From an optimization exercise on the open Yosys and OpenROAD flow, aimed at small area, a short achievable clock period and few clock cycles per item; shortcuts taken in it are not production practice. At most, simulation tests tie the RTL to the original design; equivalence was not proved. Power and IR drop assume default switching activity.

==> inputs of 10-01 <==
==> flow/design.v (excerpt) <==
module invoke_id_remap_table_core #(
    parameter int unsigned TABLE_DEPTH = 16,
    parameter int unsigned ID_LIMIT    = 32767
) (
    input  logic                         clk,
    input  logic                         rst_n,
    input  logic [iirt_pkg::TDATA_W-1:0] s_tdata,
    input  logic [0:0]                   s_tuser,
    input  logic                         s_tvalid,
    output logic                         s_tready,
    output logic [iirt_pkg::TDATA_W-1:0] m_tdata,
    output logic [1:0]                   m_tuser,
    output logic                         m_tlast,
    output logic                         m_tvalid,
    input  logic                         m_tready
);
    localparam int D   = TABLE_DEPTH;
    localparam int PW  = iirt_pkg::PORT_W;
    localparam int OW  = iirt_pkg::ORIG_W;
    localparam int GW  = iirt_pkg::GEN_W;
    localparam int PAD = iirt_pkg::TDATA_W - PW - OW - GW;
    localparam logic [GW-1:0] GEN_ONE = 1;
    localparam logic [GW-1:0] GEN_LIM = ID_LIMIT;
    logic          ir_v, ir_op;
    logic [PW-1:0] ir_port;
    logic [OW-1:0] ir_orig;
    logic [GW-1:0] ir_gen;
    logic [D-1:0]  v;
    logic [PW-1:0] t_port [0:D-1];
    logic [OW-1:0] t_orig [0:D-1];
    logic [GW-1:0] t_gen  [0:D-1];
    logic [GW-1:0] nid;      
  ...
==> module invoke_id_remap_table_core, before the edit <==
module invoke_id_remap_table_core #(
    parameter int unsigned TABLE_DEPTH = 16,
    parameter int unsigned ID_LIMIT    = 32767
) (
    input  logic                         clk,
    input  logic                         rst_n,
    input  logic [iirt_pkg::TDATA_W-1:0] s_tdata,
    input  logic [0:0]                   s_tuser,
    input  logic                         s_tvalid,
    output logic                         s_tready,
    output logic [iirt_pkg::TDATA_W-1:0] m_tdata,
    output logic [1:0]                   m_tuser,
    output logic                         m_tlast,
    output logic                         m_tvalid,
    input  logic                         m_tready
);
    localparam int D   = TABLE_DEPTH;
    localparam int PW  = iirt_pkg::PORT_W;
    localparam int OW  = iirt_pkg::ORIG_W;
    localparam int GW  = iirt_pkg::GEN_W;
    localparam int PAD = iirt_pkg::TDATA_W - PW - OW - GW;
    localparam logic [GW-1:0] GEN_ONE = 1;
    localparam logic [GW-1:0] GEN_LIM = ID_LIMIT;
    logic          ir_v, ir_op;
    logic [PW-1:0] ir_port;
    logic [OW-1:0] ir_orig;
    logic [GW-1:0] ir_gen;
    logic [D-1:0]  v;
    logic [PW-1:0] t_port [0:D-1];
    logic [OW-1:0] t_orig [0:D-1];
    logic [GW-1:0] t_gen  [0:D-1];
    logic [GW-1:0] nid;      
    logic          busy;     
    logic [D-1:0]  pend;     
    logic [GW-1:0] kgen;     
    logic          oval, olast;
    logic [1:0]    okind;
    logic [PW-1:0] oport;
    logic [OW-1:0] oorig;
    logic [GW-1:0] ogen;
    logic          sval, slast;
    logic [1:0]    skind;
    logic [PW-1:0] sport;
    logic [OW-1:0] sorig;
    logic [GW-1:0] sgen;
    logic          rval, rlast;
    logic [1:0]    rkind;
    logic [GW-1:0] rgen;
    logic          opop, oload;
    logic          out_free, adv, take, req_n, resp_n, do_app, full, any, more, plast;
    logic [D-1:0]  vq, m, psel, pb, s, shl;
    logic [PW-1:0] sel_port;
    logic [OW-1:0] sel_orig;
    assign out_free = !sval;               
    assign adv      = out_free && !busy;
    assign s_tready = !ir_v || adv;
    assign take     = s_tvalid && s_tready;
    assign req_n    = ir_v && !ir_op && !busy;    
    assign resp_n   = ir_v &&  ir_op && !busy;    
    assign full     = &v;
    assign do_app   = req_n && out_free && !full;
    always_comb
    begin
        logic seen;
        vq = v & {D{resp_n}};
        for (int i = 0; i < D; i++)
            m[i] = vq[i] && (t_gen[i] == ir_gen);
        any  = |m;
        more = 1'b0;
        seen = 1'b0;
        for (int i = 0; i < D; i++)
        begin
            more = more || (m[i] && seen);
            seen = seen || m[i];
        end
        seen = 1'b0;
        for (int i = D - 1; i >= 0; i--)
        begin
            psel[i] = pend[i] && !seen;
            seen    = seen || pend[i];
        end
        plast = ((pend & ~psel) == '0);
        pb    = psel & {D{busy}};
        s     = m | pb;
        sel_port = '0;
        sel_orig = '0;
        for (int i = 0; i < D; i++)
        begin
            sel_port = sel_port | (t_port[i] & {PW{s[i]}});
            sel_orig = sel_orig | (t_orig[i] & {OW{s[i]}});
        end
        rval = out_free && (req_n || (resp_n && !more) || busy);
        if (busy)
        begin
            rkind = iirt_pkg::KIND_ROUTED;
            rlast = plast;
            rgen  = kgen;
        end
        else if (resp_n)
        begin
            rkind = any ? iirt_pkg::KIND_ROUTED : iirt_pkg::KIND_NO_MATCH;
            rlast = 1'b1;
            rgen  = ir_gen;
        end
        else
        begin
            rkind = full ? iirt_pkg::KIND_FULL : iirt_pkg::KIND_ASSIGNED;
            rlast = 1'b1;
            rgen  = full ? '0 : nid;
        end
        shl[0] = 1'b1;
        for (int i = 1; i < D; i++)
            shl[i] = shl[i-1] && v[i-1];
    end
    always_ff @(posedge clk or negedge rst_n)
    begin
        if (!rst_n)
        begin
            ir_v <= 1'b0;
            v    <= '0;
            nid  <= GEN_ONE;
            busy <= 1'b0;
            oval <= 1'b0;
            sval <= 1'b0;
        end
        else
        begin
            if (take)
                ir_v <= 1'b1;
            else if (adv)
                ir_v <= 1'b0;
            if (do_app)
            begin
                for (int i = 0; i < D; i++)
                    if (shl[i])
                        v[i] <= (i == 0) ? 1'b1 : v[i-1];
                nid <= (nid == GEN_LIM) ? GEN_ONE : nid + GEN_ONE;
            end
            else if (out_free)
                v <= v & ~m;
            if (out_free)
                busy <= busy ? !plast : (resp_n && more);
            if (oload)
                oval <= sval || rval;
            if (!oload && rval)
                sval <= 1'b1;
            else if (opop)
                sval <= 1'b0;
        end
    end
    always_ff @(posedge clk)
    begin
        if (!busy)
            kgen <= ir_gen;
        if (out_free)
            pend <= busy ? (pend & ~psel) : m;
    end
    always_ff @(posedge clk)
    begin
        if (take)
        begin
            ir_op   <= s_tuser[0];
            ir_port <= s_tdata[PW-1:0];
            ir_orig <= s_tdata[PW+OW-1:PW];
            ir_gen  <= s_tdata[PW+OW+GW-1:PW+OW];
        end
    end
    always_ff @(posedge clk)
    begin
        if (do_app)
        begin
            for (int i = 0; i < D; i++)
                if (shl[i])
                begin
                    if (i == 0)
                    begin
                        t_port[i] <= ir_port;
                        t_orig[i] <= ir_orig;
                        t_gen[i]  <= nid;
                    end
                    else
                    begin
                        t_port[i] <= t_port[i-1];
                        t_orig[i] <= t_orig[i-1];
                        t_gen[i]  <= t_gen[i-1];
                    end
                end
        end
    end
    assign opop  = oval && m_tready;
    assign oload = !oval || m_tready;
    always_ff @(posedge clk)
    begin
        if (oload)
        begin
            if (sval)
            begin
                okind <= skind;
                olast <= slast;
                oport <= sport;
                oorig <= sorig;
                ogen  <= sgen;
            end
            else
            begin
                okind <= rkind;
                olast <= rlast;
                oport <= sel_port;
                oorig <= sel_orig;
                ogen  <= rgen;
            end
        end
    end
    always_ff @(posedge clk)
    begin
        if (!sval)
        begin
            skind <= rkind;
            slast <= rlast;
            sport <= sel_port;
            sorig <= sel_orig;
            sgen  <= rgen;
        end
    end
    assign m_tvalid = oval;
    assign m_tuser  = okind;
    assign m_tlast  = olast;
    assign m_tdata  = {{PAD{1'b0}}, ogen, oorig, oport};
endmodule
==> flow/config.mk <==
export PLATFORM = sky130hd
export DESIGN_NAME = invoke_id_remap_table_core
export DESIGN_NICKNAME = invoke_id_remap_table_core
export VERILOG_FILES = /design/flow/design.v
export SDC_FILE = /design/flow/constraint.sdc
export NUM_CORES = 4
export LEC_CHECK = 0
export CAP_MARGIN = 20
export CORE_MARGIN = 2
export CORE_UTILIZATION = 40
export SETUP_SLACK_MARGIN = 1.5
export SLEW_MARGIN = 20
==> flow/constraint.sdc <==
create_clock -name core_clock -period 5.0 [get_ports {clk}]
set_input_delay 1.0000 -clock core_clock [delete_from_list [all_inputs] [get_ports {clk}]]
set_output_delay 1.0000 -clock core_clock [all_outputs]
set_load 0.01 [all_outputs]
run.sh (not shown) runs the stock make flow with config.mk's settings and CLKGATE_MAP_FILE= SYNTH_SCRIPT=/design/flow/synth_recipe.tcl, a recipe that flattens the netlist after the stock synthesis.
==> 12-19: changes against 10-01 <==
--- a/flow/design.v
+++ b/flow/design.v
@@ -61,7 +61,7 @@
     logic [GW-1:0] t_gen  [0:D-1];
     logic [GW-1:0] nid;      
-    logic          busy;     
-    logic [D-1:0]  pend;     
-    logic [GW-1:0] kgen;     
+    logic          b_v, b_op, b_full;
+    logic [GW-1:0] b_gen;
+    logic [D-1:0]  b_sel;    
     logic          oval, olast;
     logic [1:0]    okind;
@@ -74,72 +74,42 @@
     logic [OW-1:0] sorig;
     logic [GW-1:0] sgen;
-    logic          rval, rlast;
+    logic          take, a_go, b_free, b_emit, b_last, full, oload;
+    logic [D-1:0]  m, psel, brem, shl;
     logic [1:0]    rkind;
-    logic [GW-1:0] rgen;
-    logic          opop, oload;
-    logic          out_free, adv, take, req_n, resp_n, do_app, full, any, more, plast;
-    logic [D-1:0]  vq, m, psel, pb, s, shl;
-    logic [PW-1:0] sel_port;
-    logic [OW-1:0] sel_orig;
-    assign out_free = !sval;               
-    assign adv      = out_free && !busy;
-    assign s_tready = !ir_v || adv;
+    logic [PW-1:0] rport;
+    logic [OW-1:0] rorig;
+    assign b_emit   = b_v && !sval;
+    assign b_free   = !b_v || (b_emit && b_last);
+    assign a_go     = ir_v && b_free;
+    assign s_tready = !ir_v || b_free;
     assign take     = s_tvalid && s_tready;
-    assign req_n    = ir_v && !ir_op && !busy;    
-    assign resp_n   = ir_v &&  ir_op && !busy;    
     assign full     = &v;
-    assign do_app   = req_n && out_free && !full;
     always_comb
     begin
         logic seen;
-        vq = v & {D{resp_n}};
         for (int i = 0; i < D; i++)
-            m[i] = vq[i] && (t_gen[i] == ir_gen);
-        any  = |m;
-        more = 1'b0;
-        seen = 1'b0;
-        for (int i = 0; i < D; i++)
-        begin
-            more = more || (m[i] && seen);
-            seen = seen || m[i];
-        end
-        seen = 1'b0;
-        for (int i = D - 1; i >= 0; i--)
-        begin
-            psel[i] = pend[i] && !seen;
-            seen    = seen || pend[i];
-        end
-        plast = ((pend & ~psel) == '0);
-        pb    = psel & {D{busy}};
-        s     = m | pb;
-        sel_port = '0;
-        sel_orig = '0;
-        for (int i = 0; i < D; i++)
-        begin
-            sel_port = sel_port | (t_port[i] & {PW{s[i]}});
-            sel_orig = sel_orig | (t_orig[i] & {OW{s[i]}});
-        end
-        rval = out_free && (req_n || (resp_n && !more) || busy);
-        if (busy)
-        begin
-            rkind = iirt_pkg::KIND_ROUTED;
-            rlast = plast;
-            rgen  = kgen;
-        end
-        else if (resp_n)
-        begin
-            rkind = any ? iirt_pkg::KIND_ROUTED : iirt_pkg::KIND_NO_MATCH;
-            rlast = 1'b1;
-            rgen  = ir_gen;
-        end
-        else
-        begin
-            rkind = full ? iirt_pkg::KIND_FULL : iirt_pkg::KIND_ASSIGNED;
-            rlast = 1'b1;
-            rgen  = full ? '0 : nid;
-        end
+            m[i] = v[i] && ir_op && (t_gen[i] == ir_gen);
         shl[0] = 1'b1;
         for (int i = 1; i < D; i++)
             shl[i] = shl[i-1] && v[i-1];
+        seen = 1'b0;
+        for (int i = D - 1; i >= 0; i--)
+        begin
+            psel[i] = b_sel[i] && !seen;
+            seen    = seen || b_sel[i];
+        end
+        brem   = b_sel & ~psel;
+        b_last = !b_op || (brem == '0);
+        rport  = '0;
+        rorig  = '0;
+        for (int i = 0; i < D; i++)
+        begin
+            rport = rport | (t_port[i] & {PW{psel[i]}});
+            rorig = rorig | (t_orig[i] & {OW{psel[i]}});
+        end
+        if (b_op)
+            rkind = seen ? iirt_pkg::KIND_ROUTED : iirt_pkg::KIND_NO_MATCH;
+        else
+            rkind = b_full ? iirt_pkg::KIND_FULL : iirt_pkg::KIND_ASSIGNED;
     end
     always_ff @(posedge clk or negedge rst_n)
@@ -150,5 +120,5 @@
             v    <= '0;
             nid  <= GEN_ONE;
-            busy <= 1'b0;
+            b_v  <= 1'b0;
             oval <= 1'b0;
             sval <= 1'b0;
@@ -158,7 +128,7 @@
             if (take)
                 ir_v <= 1'b1;
-            else if (adv)
+            else if (a_go)
                 ir_v <= 1'b0;
-            if (do_app)
+            if (a_go && !ir_op && !full)
             begin
                 for (int i = 0; i < D; i++)
@@ -167,22 +137,15 @@
                 nid <= (nid == GEN_LIM) ? GEN_ONE : nid + GEN_ONE;
             end
-            else if (out_free)
+            else if (a_go)
                 v <= v & ~m;
-            if (out_free)
-                busy <= busy ? !plast : (resp_n && more);
+            if (b_free)
+                b_v <= a_go;
             if (oload)
-                oval <= sval || rval;
-            if (!oload && rval)
+                oval <= sval || b_emit;
+            if (!oload && b_emit)
                 sval <= 1'b1;
-            else if (opop)
+            else if (oload)
                 sval <= 1'b0;
         end
-    end
-    always_ff @(posedge clk)
-    begin
-        if (!busy)
-            kgen <= ir_gen;
-        if (out_free)
-            pend <= busy ? (pend & ~psel) : m;
     end
     always_ff @(posedge clk)
@@ -198,5 +161,5 @@
     always_ff @(posedge clk)
     begin
-        if (do_app)
+        if (a_go && !ir_op && !full)
         begin
             for (int i = 0; i < D; i++)
@@ -218,5 +181,16 @@
         end
     end
-    assign opop  = oval && m_tready;
+    always_ff @(posedge clk)
+    begin
+        if (b_free)
+        begin
+            b_op   <= ir_op;
+            b_full <= full;
+            b_gen  <= ir_op ? ir_gen : (full ? '0 : nid);
+            b_sel  <= m;
+        end
+        else if (b_emit)
+            b_sel <= brem;
+    end
     assign oload = !oval || m_tready;
     always_ff @(posedge clk)
@@ -235,8 +209,8 @@
             begin
                 okind <= rkind;
-                olast <= rlast;
-                oport <= sel_port;
-                oorig <= sel_orig;
-                ogen  <= rgen;
+                olast <= b_last;
+                oport <= rport;
+                oorig <= rorig;
+                ogen  <= b_gen;
             end
         end
@@ -247,8 +221,8 @@
         begin
             skind <= rkind;
-            slast <= rlast;
-            sport <= sel_port;
-            sorig <= sel_orig;
-            sgen  <= rgen;
+            slast <= b_last;
+            sport <= rport;
+            sorig <= rorig;
+            sgen  <= b_gen;
         end
     end
--- a/flow/config.mk
+++ b/flow/config.mk
@@ -9,4 +9,4 @@
 export CORE_MARGIN = 2
 export CORE_UTILIZATION = 40
-export SETUP_SLACK_MARGIN = 1.5
+export SETUP_SLACK_MARGIN = 2.0
 export SLEW_MARGIN = 20
==> 02-03: changes against 10-01 <==
--- a/flow/design.v
+++ b/flow/design.v
@@ -63,5 +63,4 @@
     logic          busy;     
     logic [D-1:0]  pend;     
-    logic [GW-1:0] kgen;     
     logic          oval, olast;
     logic [1:0]    okind;
@@ -69,18 +68,9 @@
     logic [OW-1:0] oorig;
     logic [GW-1:0] ogen;
-    logic          sval, slast;
-    logic [1:0]    skind;
-    logic [PW-1:0] sport;
-    logic [OW-1:0] sorig;
-    logic [GW-1:0] sgen;
-    logic          rval, rlast;
-    logic [1:0]    rkind;
-    logic [GW-1:0] rgen;
-    logic          opop, oload;
     logic          out_free, adv, take, req_n, resp_n, do_app, full, any, more, plast;
     logic [D-1:0]  vq, m, psel, pb, s, shl;
     logic [PW-1:0] sel_port;
     logic [OW-1:0] sel_orig;
-    assign out_free = !sval;               
+    assign out_free = !oval || m_tready;
     assign adv      = out_free && !busy;
     assign s_tready = !ir_v || adv;
@@ -120,23 +110,4 @@
             sel_orig = sel_orig | (t_orig[i] & {OW{s[i]}});
         end
-        rval = out_free && (req_n || (resp_n && !more) || busy);
-        if (busy)
-        begin
-            rkind = iirt_pkg::KIND_ROUTED;
-            rlast = plast;
-            rgen  = kgen;
-        end
-        else if (resp_n)
-        begin
-            rkind = any ? iirt_pkg::KIND_ROUTED : iirt_pkg::KIND_NO_MATCH;
-            rlast = 1'b1;
-            rgen  = ir_gen;
-        end
-        else
-        begin
-            rkind = full ? iirt_pkg::KIND_FULL : iirt_pkg::KIND_ASSIGNED;
-            rlast = 1'b1;
-            rgen  = full ? '0 : nid;
-        end
         shl[0] = 1'b1;
         for (int i = 1; i < D; i++)
@@ -152,5 +123,4 @@
             busy <= 1'b0;
             oval <= 1'b0;
-            sval <= 1'b0;
         end
         else
@@ -170,17 +140,12 @@
                 v <= v & ~m;
             if (out_free)
+            begin
                 busy <= busy ? !plast : (resp_n && more);
-            if (oload)
-                oval <= sval || rval;
-            if (!oload && rval)
-                sval <= 1'b1;
-            else if (opop)
-                sval <= 1'b0;
-        end
-    end
-    always_ff @(posedge clk)
-    begin
-        if (!busy)
-            kgen <= ir_gen;
+                oval <= req_n || (resp_n && !more) || busy;
+            end
+        end
+    end
+    always_ff @(posedge clk)
+    begin
         if (out_free)
             pend <= busy ? (pend & ~psel) : m;
@@ -218,37 +183,27 @@
         end
     end
-    assign opop  = oval && m_tready;
-    assign oload = !oval || m_tready;
-    always_ff @(posedge clk)
-    begin
-        if (oload)
-        begin
-            if (sval)
-            begin
-                okind <= skind;
-                olast <= slast;
-                oport <= sport;
-                oorig <= sorig;
-                ogen  <= sgen;
+    always_ff @(posedge clk)
+    begin
+        if (out_free)
+        begin
+            oport <= sel_port;
+            oorig <= sel_orig;
+            if (busy)
+            begin
+                okind <= iirt_pkg::KIND_ROUTED;
+                olast <= plast;
+            end
+            else if (resp_n)
+            begin
+                okind <= any ? iirt_pkg::KIND_ROUTED : iirt_pkg::KIND_NO_MATCH;
+                olast <= 1'b1;
+                ogen  <= ir_gen;
             end
             else
             begin
-                okind <= rkind;
-                olast <= rlast;
-                oport <= sel_port;
-                oorig <= sel_orig;
-                ogen  <= rgen;
-            end
-        end
-    end
-    always_ff @(posedge clk)
-    begin
-        if (!sval)
-        begin
-            skind <= rkind;
-            slast <= rlast;
-            sport <= sel_port;
-            sorig <= sel_orig;
-            sgen  <= rgen;
+                okind <= full ? iirt_pkg::KIND_FULL : iirt_pkg::KIND_ASSIGNED;
+                olast <= 1'b1;
+                ogen  <= full ? '0 : nid;
+            end
         end
     end
--- a/flow/config.mk
+++ b/flow/config.mk
@@ -9,4 +9,3 @@
 export CORE_MARGIN = 2
 export CORE_UTILIZATION = 40
-export SETUP_SLACK_MARGIN = 1.5
 export SLEW_MARGIN = 20
==> results.txt <==
The lowest clock power belongs to 02-03, the highest to 10-01.
Critical path depth: 12-19 is lower than 02-03 (3).
Routed wire length: 12-19 is larger than 10-01 (about 9%).
Die area: 02-03 < 12-19 < 10-01.
Sequential power: 10-01 > 12-19 > 02-03.
Utilization, highest first: 12-19, 10-01, 02-03.
Between 12-19 and 02-03, the lower cell count is in 02-03 (gap about 12%, measured against 02-03).
Register-to-register slack, highest first: 10-01, 12-19, 02-03.
Testbench counts of 02-03, summed over its fixed seeds: cycles 3,216, items 3,200.
Only the layout flow was run in 10-01 and 12-19; the RTL was not checked for function there.

static timing again, ports no longer ideal:
Ports are ideal in the flow. The routed layouts listed here were re-timed in OpenROAD. Step 1, drivers: a clkbuf_16 drives clk and a buf_2 each remaining input, both assumed. Step 2 adds t to the input delays and takes it off the output delays; t is the mean of the earliest and latest rising clock arrival at the registers after step 1. Input paths then give back, and output paths get back, about the clock's delay inside the block. a / b / c = no drivers / after step 1 / after step 2; a / b = the first two.
run | shift t [ns] | setup WS [ns] | worst hold slack (ns)
10-01 | 0.673 | 1.575 / 1.575 / 1.575 | 0.421 / 0.421 / 0.421
12-19 | 0.686 | 1.140 / 1.077 / 1.240 | 0.416 / 0.416 / 0.416
02-03 | 0.678 | 1.099 / 1.096 / 0.885 | 0.420 / 0.420 / 0.420
After both steps setup and hold are still met in every run listed. The setup slack of 02-03, which loses most, moves by -0.003 ns with the drivers and by -0.214 ns with both steps.
